Background: an optimization exercise with open tools, aiming at small area. Do not read the settings as production practice.
In this exercise RTL edits were held to simulation tests only and were not proved equivalent to the original.

==> wip/xenon: inputs <==
==> flow/design.v (excerpt) <==
module motion_overlay_chip (
    input  logic        clk,
    input  logic        reset,
    input  logic        pixel_de,
    input  logic [9:0]  pixel_x,
    input  logic [9:0]  pixel_y,
    input  logic        motion_flag,
    input  logic        shot_btn,
    input  logic [15:0] img_data,
    output logic [14:0] fb_addr,
    output logic [11:0] rgb
);
    motion_overlay_pkg::raster_t pixel;
    motion_overlay_pkg::rgb444_t rgb_s;
    assign pixel.de = pixel_de;
    assign pixel.x  = pixel_x;
    assign pixel.y  = pixel_y;
    assign rgb      = rgb_s;
    motion_overlay_top u_top (
        .clk        (clk),
        .reset      (reset),
        .pixel      (pixel),
        .motion_flag(motion_flag),
        .shot_btn   (shot_btn),
        .img_data   (img_data),
        .fb_addr    (fb_addr),
        .rgb        (rgb_s)
    );
endmodule
==> module centroid_tracker, before the edit <==
module centroid_tracker (
    input  logic       clk,
    input  logic       reset,
    input  logic       active,
    input  logic       frame_end,
    input  logic [9:0] px,
    input  logic [8:0] py,
    input  logic       motion_flag,
    output logic [9:0] ncx,    
    output logic [8:0] ncy,
    output logic       motion_valid
);
    logic [18:0] count;
    logic        pend;
    logic        hit;
    logic [18:0] count_b;
    logic [18:0] count_n;
    logic        qr;
    logic        at1023;
    logic [19:0] ax, ay;
    logic [9:0]  qx;
    logic [8:0]  qy;
    assign hit     = active & motion_flag;
    assign count_b = count & {19{~pend}};
    rc_add #(.W(19), .WB(1)) u_add_n (.a(count_b), .b(1'b0), .ci(hit), .s(count_n));
    assign qr     = |count_b[18:10];
    assign at1023 = &count_b[9:0] & ~qr;
    always_ff @(posedge clk or posedge reset) begin
        if (reset)
            pend <= 1'b1;
        else
            pend <= frame_end;
    end
    always_ff @(posedge clk) begin
        count <= count_n;
    end
    mean_axis #(.XW(10)) u_mx (
        .clk(clk), .pend(pend), .hit(hit), .x(px & {10{hit}}),
        .count_n(count_n), .qr(qr), .conv(hit & at1023), .a(ax), .q(qx)
    );
    mean_axis #(.XW(9)) u_my (
        .clk(clk), .pend(pend), .hit(hit), .x(py & {9{hit}}),
        .count_n(count_n), .qr(qr), .conv(hit & at1023), .a(ay), .q(qy)
    );
    logic        qr_f;
    logic [19:0] num;
    logic [9:0]  quo;
    logic [9:0]  cx_f;
    logic [8:0]  cy_f;
    assign qr_f = |count[18:10];
    assign num  = pend ? ay : ax;
    small_div u_div (.num(num), .den(count[9:0]), .quo(quo));
    assign cx_f = qr_f ? qx : quo;
    assign cy_f = qr_f ? qy : quo[8:0];
    logic [8:0] ncy_q;
    always_ff @(posedge clk) begin
        if (frame_end) ncx <= ~cx_f;
        if (pend) ncy_q <= ~cy_f;
    end
    assign ncy = pend ? ~cy_f : ncy_q;
    always_ff @(posedge clk or posedge reset) begin
        if (reset)
            motion_valid <= 1'b0;
        else if (frame_end)
            motion_valid <= |count_b;
    end
endmodule
==> module mean_axis, before the edit <==
module mean_axis #(
    parameter int XW = 10
) (
    input  logic          clk,
    input  logic          pend,
    input  logic          hit,
    input  logic [XW-1:0] x,         
    input  logic [18:0]   count_n,   
    input  logic          qr,        
    input  logic          conv,      
    output logic [19:0]   a,
    output logic [XW-1:0] q
);
    logic [19:0]   a_b;
    logic [XW-1:0] q_b;
    logic [XW:0]   d;
    logic [19:0]   t;
    logic [19:0]   u;
    logic          sgn;
    logic          dec, inc;
    logic [XW-1:0] q_pm;
    logic [19:0]   a_n;
    logic [XW-1:0] q_n;
    assign a_b = a & {20{~pend}};
    assign q_b = q & {XW{~pend}};
    rc_addc #(.W(XW+1)) u_d (.a({1'b0, x}), .b(~{1'b0, q_b & {XW{hit}}}), .ci(1'b1), .s(d), .co());
    rc_addc #(.W(20)) u_t (.a(a_b), .b({{(19-XW){d[XW]}}, d}), .ci(1'b0), .s(t), .co());
    assign sgn = t[19];
    rc_addc #(.W(20)) u_u (.a(t), .b({1'b0, count_n} ^ {20{~sgn}}), .ci(~sgn), .s(u), .co());
    assign dec = qr & sgn;
    assign inc = qr & ~sgn & ~u[19];
    rc_addc #(.W(XW)) u_q (.a(q_b), .b({XW{dec}}), .ci(inc), .s(q_pm), .co());
    assign a_n = conv ? {10'd0, t[9:0]} : ((dec | inc) ? u : t);
    assign q_n = q_pm | (t[XW+9:10] & {XW{conv}});
    always_ff @(posedge clk) begin
        a <= a_n;
        q <= q_n;
    end
endmodule
==> module shot_recorder, before the edit <==
module shot_recorder #(
    parameter int SHOT_DEPTH = 6
) (
    input  logic                    clk,
    input  logic                    reset,
    input  logic                    shot_btn,
    input  logic [9:0]              ncx,
    input  logic [8:0]              ncy,
    input  logic                    motion_valid,
    output logic [SHOT_DEPTH-1:0]   sv,
    output logic [SHOT_DEPTH*10-1:0] sx,
    output logic [SHOT_DEPTH*9-1:0]  sy
);
    logic btn_meta;
    logic btn_sync;
    logic record;
    always_ff @(posedge clk or posedge reset) begin
        if (reset) begin
            btn_meta <= 1'b0;
            btn_sync <= 1'b0;
        end else begin
            btn_meta <= shot_btn;
            btn_sync <= btn_meta;
        end
    end
    assign record = btn_meta & ~btn_sync & motion_valid;
    always_ff @(posedge clk or posedge reset) begin
        if (reset)
            sv <= '0;
        else if (record)
            sv <= {sv[SHOT_DEPTH-2:0], 1'b1};
    end
    always_ff @(posedge clk) begin
        if (record) begin
            sx <= {sx[(SHOT_DEPTH-1)*10-1:0], ncx};
            sy <= {sy[(SHOT_DEPTH-1)*9-1:0], ncy};
        end
    end
endmodule
export LEC_CHECK = 0
export CAP_MARGIN = 20
export CORE_MARGIN = 2
export CORE_UTILIZATION = 65
export CTS_BUF_LIST = sky130_fd_sc_hd__clkbuf_8
export CTS_CLUSTER_DIAMETER = 60
export CTS_CLUSTER_SIZE = 12
export SLEW_MARGIN = 20
create_clock -name core_clock -period 100.0 [get_ports {clk}]
standard.sh (not shown) runs the stock make flow with config.mk's settings and CLKGATE_MAP_FILE= SYNTH_SCRIPT=/design/flow/synth_recipe.tcl, a recipe that flattens the netlist after the stock synthesis.
==> flow/flow/run.sh <==
#!/bin/bash
# Own layout flow: the standard flow, with three changes.
#  1. After the standard synthesis, the combinational logic between the
#     registers and adder cells is remapped for area: fapol2.py flips
#     full-adder cells to the polarity that needs the fewest inverters
#     (a full adder is self-dual), then yosys/ABC remaps the plain logic
#     (resynth.ys, resynth_s*.abc, best of four seeds by pick.py).  Registers, full-adder and tie cells are
#     kept as the standard synthesis made them (same instances, names, types).
#  2. Ports are buffered with buf_1 cells instead of clkdlybuf4s50_1.
#  3. A power-recovery (downsizing) pass runs after the placement resize.
# Each tool's output goes to a log file of its own in this folder.
set -euo pipefail
R=$PWD/orfs/results/${FLOW_PLATFORM}/motion_overlay_chip/base
ln -sf $FLOW_HOME/platforms/${FLOW_PLATFORM}/lib/sky130_fd_sc_hd__tt_025C_1v80.lib lib.lib
YOSYS=$FLOW_HOME/../tools/install/yosys/bin/yosys
[ -x "$YOSYS" ] || YOSYS=yosys
export BUFFER_PORTS_ARGS="-buffer_cell sky130_fd_sc_hd__buf_1"
export POST_RESIZE_TCL="$PWD/flow/post_resize.tcl"

# standard synthesis only
bash standard.sh $R/1_2_yosys.v > standard_synth.log 2>&1
cp $R/1_2_yosys.v std_1_2_yosys.v

python3 flow/fapol2.py std_1_2_yosys.v fapol_1_2_yosys.v --flex > fapol.log 2>&1
for sd in 0 1 2 3; do
  mkdir -p rs$sd/flow
  cp fapol_1_2_yosys.v rs$sd/
  cp flow/resynth_s$sd.abc rs$sd/flow/resynth.abc
  ln -sf ../lib.lib rs$sd/lib.lib
  ( cd rs$sd && $YOSYS -q -l resynth.log -s ../flow/resynth.ys > /dev/null 2>&1 \
      && $YOSYS -q -l resynth_check.log -s ../flow/resynth_check.ys > /dev/null 2>&1 ) &
done
wait
best=$(python3 flow/pick.py rs0 rs1 rs2 rs3 2> pick.log)
cp $best/resynth_1_2_yosys.v resynth_1_2_yosys.v
cp $best/resynth.log resynth.log
cp $best/resynth_check.log resynth_check.log
cp resynth_1_2_yosys.v $R/1_2_yosys.v
touch $R/1_2_yosys.v

# rest of the standard flow from the new netlist
bash standard.sh > standard.log 2>&1
==> flow/flow/pick.py <==
#!/usr/bin/env python3
"""pick.py DIR... : print the folder whose resynth_check.log reports the
smallest chip area (ties: first given)."""
import re, sys
best = None
for d in sys.argv[1:]:
    try:
        m = re.findall(r"Chip area for module '[^']*': ([\d.]+)", open(d + '/resynth_check.log').read())
        if not m:
            continue
        a = float(m[-1])
    except OSError:
        continue
    print('%s %.1f' % (d, a), file=sys.stderr)
    if best is None or a < best[1]:
        best = (d, a)
if best is None:
    sys.exit('no candidate passed')
print(best[0])
==> flow/flow/resynth_s0.abc <==
&get -n
&deepsyn -T 120 -S 0
&put
dch -f
amap
topo
==> flow/flow/resynth_s1.abc <==
&get -n
&deepsyn -T 120 -S 1
&put
dch -f
amap
topo
==> flow/flow/resynth_s2.abc <==
&get -n
&deepsyn -T 120 -S 2
&put
dch -f
amap
topo
==> flow/flow/resynth_s3.abc <==
&get -n
&deepsyn -T 120 -S 3
&put
dch -f
amap
topo
Other scripts of this flow, unchanged in this note and not shown: flow/flow/fapol2.py, flow/flow/post_resize.tcl, flow/flow/resynth.ys, flow/flow/resynth_check.ys
==> wip/delta: changes against wip/xenon <==
--- a/flow/flow/run.sh
+++ b/flow/flow/run.sh
@@ -5,5 +5,5 @@
 #     full-adder cells to the polarity that needs the fewest inverters
 #     (a full adder is self-dual), then yosys/ABC remaps the plain logic
-#     (resynth.ys, resynth_s*.abc, best of four seeds by pick.py).  Registers, full-adder and tie cells are
+#     (resynth.ys, resynth.abc).  Registers, full-adder and tie cells are
 #     kept as the standard synthesis made them (same instances, names, types).
 #  2. Ports are buffered with buf_1 cells instead of clkdlybuf4s50_1.
@@ -22,18 +22,8 @@
 cp $R/1_2_yosys.v std_1_2_yosys.v
 
+# fa polarity, then remap of the plain logic, then a read-back check
 python3 flow/fapol2.py std_1_2_yosys.v fapol_1_2_yosys.v --flex > fapol.log 2>&1
-for sd in 0 1 2 3; do
-  mkdir -p rs$sd/flow
-  cp fapol_1_2_yosys.v rs$sd/
-  cp flow/resynth_s$sd.abc rs$sd/flow/resynth.abc
-  ln -sf ../lib.lib rs$sd/lib.lib
-  ( cd rs$sd && $YOSYS -q -l resynth.log -s ../flow/resynth.ys > /dev/null 2>&1 \
-      && $YOSYS -q -l resynth_check.log -s ../flow/resynth_check.ys > /dev/null 2>&1 ) &
-done
-wait
-best=$(python3 flow/pick.py rs0 rs1 rs2 rs3 2> pick.log)
-cp $best/resynth_1_2_yosys.v resynth_1_2_yosys.v
-cp $best/resynth.log resynth.log
-cp $best/resynth_check.log resynth_check.log
+$YOSYS -q -l resynth.log -s flow/resynth.ys > /dev/null 2>&1
+$YOSYS -q -l resynth_check.log -s flow/resynth_check.ys > /dev/null 2>&1
 cp resynth_1_2_yosys.v $R/1_2_yosys.v
 touch $R/1_2_yosys.v
==> flow/flow/resynth.abc (new file) <==
&get -n
&deepsyn -T 120
&put
dch -f
amap
topo
--- a/flow/config.mk
+++ b/flow/config.mk
@@ -6,9 +6,9 @@
 export NUM_CORES = 4
 export LEC_CHECK = 0
-export CAP_MARGIN = 20
+export CAP_MARGIN = 0
 export CORE_MARGIN = 2
-export CORE_UTILIZATION = 65
+export CORE_UTILIZATION = 40
 export CTS_BUF_LIST = sky130_fd_sc_hd__clkbuf_8
 export CTS_CLUSTER_DIAMETER = 60
 export CTS_CLUSTER_SIZE = 12
-export SLEW_MARGIN = 20
+export SLEW_MARGIN = 0
removed: flow/flow/pick.py
removed: flow/flow/resynth_s0.abc
removed: flow/flow/resynth_s1.abc
removed: flow/flow/resynth_s2.abc
removed: flow/flow/resynth_s3.abc
==> wip/umber: changes against wip/xenon <==
--- a/flow/design.v
+++ b/flow/design.v
@@ -105,5 +105,6 @@
     logic        qr;
     logic        at1023;
-    logic [19:0] ax, ay;
+    logic [19:0] ax;
+    logic [18:0] ay;
     logic [9:0]  qx;
     logic [8:0]  qy;
@@ -126,5 +127,5 @@
         .count_n(count_n), .qr(qr), .conv(hit & at1023), .a(ax), .q(qx)
     );
-    mean_axis #(.XW(9)) u_my (
+    mean_axis #(.XW(9), .AW(19)) u_my (
         .clk(clk), .pend(pend), .hit(hit), .x(py & {9{hit}}),
         .count_n(count_n), .qr(qr), .conv(hit & at1023), .a(ay), .q(qy)
@@ -136,5 +137,5 @@
     logic [8:0]  cy_f;
     assign qr_f = |count[18:10];
-    assign num  = pend ? ay : ax;
+    assign num  = pend ? {1'b0, ay} : ax;
     small_div u_div (.num(num), .den(count[9:0]), .quo(quo));
     assign cx_f = qr_f ? qx : quo;
@@ -154,5 +155,6 @@
 endmodule
 module mean_axis #(
-    parameter int XW = 10
+    parameter int XW = 10,
+    parameter int AW = 20      
 ) (
     input  logic          clk,
@@ -163,8 +165,8 @@
     input  logic          qr,        
     input  logic          conv,      
-    output logic [19:0]   a,
+    output logic [AW-1:0] a,
     output logic [XW-1:0] q
 );
-    logic [19:0]   a_b;
+    logic [AW-1:0] a_b;
     logic [XW-1:0] q_b;
     logic [XW:0]   d;
@@ -176,8 +178,8 @@
     logic [19:0]   a_n;
     logic [XW-1:0] q_n;
-    assign a_b = a & {20{~pend}};
+    assign a_b = a & {AW{~pend}};
     assign q_b = q & {XW{~pend}};
     rc_addc #(.W(XW+1)) u_d (.a({1'b0, x}), .b(~{1'b0, q_b & {XW{hit}}}), .ci(1'b1), .s(d), .co());
-    rc_addc #(.W(20)) u_t (.a(a_b), .b({{(19-XW){d[XW]}}, d}), .ci(1'b0), .s(t), .co());
+    rc_addc #(.W(20)) u_t (.a(20'(a_b)), .b({{(19-XW){d[XW]}}, d}), .ci(1'b0), .s(t), .co());
     assign sgn = t[19];
     rc_addc #(.W(20)) u_u (.a(t), .b({1'b0, count_n} ^ {20{~sgn}}), .ci(~sgn), .s(u), .co());
@@ -188,5 +190,5 @@
     assign q_n = q_pm | (t[XW+9:10] & {XW{conv}});
     always_ff @(posedge clk) begin
-        a <= a_n;
+        a <= a_n[AW-1:0];
         q <= q_n;
     end
@@ -239,9 +241,13 @@
     end
     assign record = btn_meta & ~btn_sync & motion_valid;
+    logic [2:0] nvalid;
     always_ff @(posedge clk or posedge reset) begin
         if (reset)
-            sv <= '0;
-        else if (record)
-            sv <= {sv[SHOT_DEPTH-2:0], 1'b1};
+            nvalid <= 3'd0;
+        else if (record && nvalid != 3'(SHOT_DEPTH))
+            nvalid <= nvalid + 3'd1;
+    end
+    for (genvar i = 0; i < SHOT_DEPTH; i++) begin : g_valid
+        assign sv[i] = nvalid > 3'(i);
     end
     always_ff @(posedge clk) begin
--- a/flow/config.mk
+++ b/flow/config.mk
@@ -8,7 +8,7 @@
 export CAP_MARGIN = 20
 export CORE_MARGIN = 2
-export CORE_UTILIZATION = 65
+export CORE_UTILIZATION = 40
 export CTS_BUF_LIST = sky130_fd_sc_hd__clkbuf_8
 export CTS_CLUSTER_DIAMETER = 60
-export CTS_CLUSTER_SIZE = 12
+export CTS_CLUSTER_SIZE = 14
 export SLEW_MARGIN = 20
==> run summary <==
The share of the clock period used by the worst path after layout is 0.756. With fillers left out, the area of the finished cells amounts to 0.0194 sq mm.

Counting buffers and inverters, the worst setup path is 164 cells deep. The post-route met1 wirelength is 18700 um. The run finished with no timing, DRC or antenna violations. Counting every net in the synthesized netlist gives slightly above 2000.

The detailed router's first-iteration violation count came out at 902. The actual slew at the worst max-slew pin is 1.11 ns. The number of instances in the placed design came out at approximately 2400.
-- figures above: wip/umber

==> run summary <==
The flow ran to the end and the layout has no timing, DRC or antenna violations. The die boundary width is 215 um. In this run, the number of DRC markers left after iteration 0 of detailed routing was between 700 and 800. Of the available clock period, the critical path in the final layout requires 0.785.

The post-CTS clock slew at the launch and capture registers of the worst setup and hold paths came out at ~0.080 ns.

For the pin with the worst max-slew slack, the measured transition is approximately 1.2 ns. Once detail routing completed, the nets flagged for antenna violations numbered 0. The post-route met1 wirelength came out at 19100 um.

Counting every net in the synthesized netlist gives 2022. The number of instances in the placed design is 2375. The total routing resource utilization after global routing is 0.204. In this run the critical register-to-register path is launched from u_top.u_tracker.pend.
-- figures above: wip/delta

==> run summary <==
The flow ran to the end and the layout has no timing, DRC or antenna violations. In this run the critical register-to-register path is launched from u_top.u_tracker.pend. The actual slew at the worst max-slew pin came out at 1.09 ns.

The worst clock skew on the final layout came out at 0.0346 ns. The initial antenna violation count was 0.

The critical path depth came out at 162. The post-route met1 wirelength is 17800 um.

The number of instances in the placed design came out at 2147. Dividing the final minimum period by the clock period gives 0.773. After routing the design area is about 0.019 sq mm. The detailed router's first-iteration violation count is roughly 1000. The total routing resource utilization after global routing is 0.337. Multi-input logic gates represent a cell area share of 0.586. The post-synthesis net count came out at 2048.
-- figures above: wip/xenon

static timing again, ports no longer ideal:
In the flow no input, the clock included, has a driving cell. The finished layouts below were timed again as built, in two steps. Step 1, drivers: a clkbuf_16 drives clk and a buf_2 each remaining input, both assumed. Step 2 adds t to the input delays and takes it off the output delays; t is the mean of the earliest and latest rising clock arrival at the registers after step 1. Input paths then give back, and output paths get back, about the clock's delay inside the block. Three values: ideal ports, drivers, drivers and shift; two values: the first two.
run	t, ns	setup WS [ns]	hold slack, ns	pins driven straight from the clock port
wip/xenon	0.615	22.698 / 22.650 / 23.266	0.402 / 0.402 / 0.402	1
wip/delta	0.628	21.546 / 21.493 / 22.121	0.378 / 0.378 / 0.378	1
wip/umber	0.605	24.397 / 24.343 / 24.948	0.381 / 0.381 / 0.381	1
After both steps every run listed still meets setup and hold.
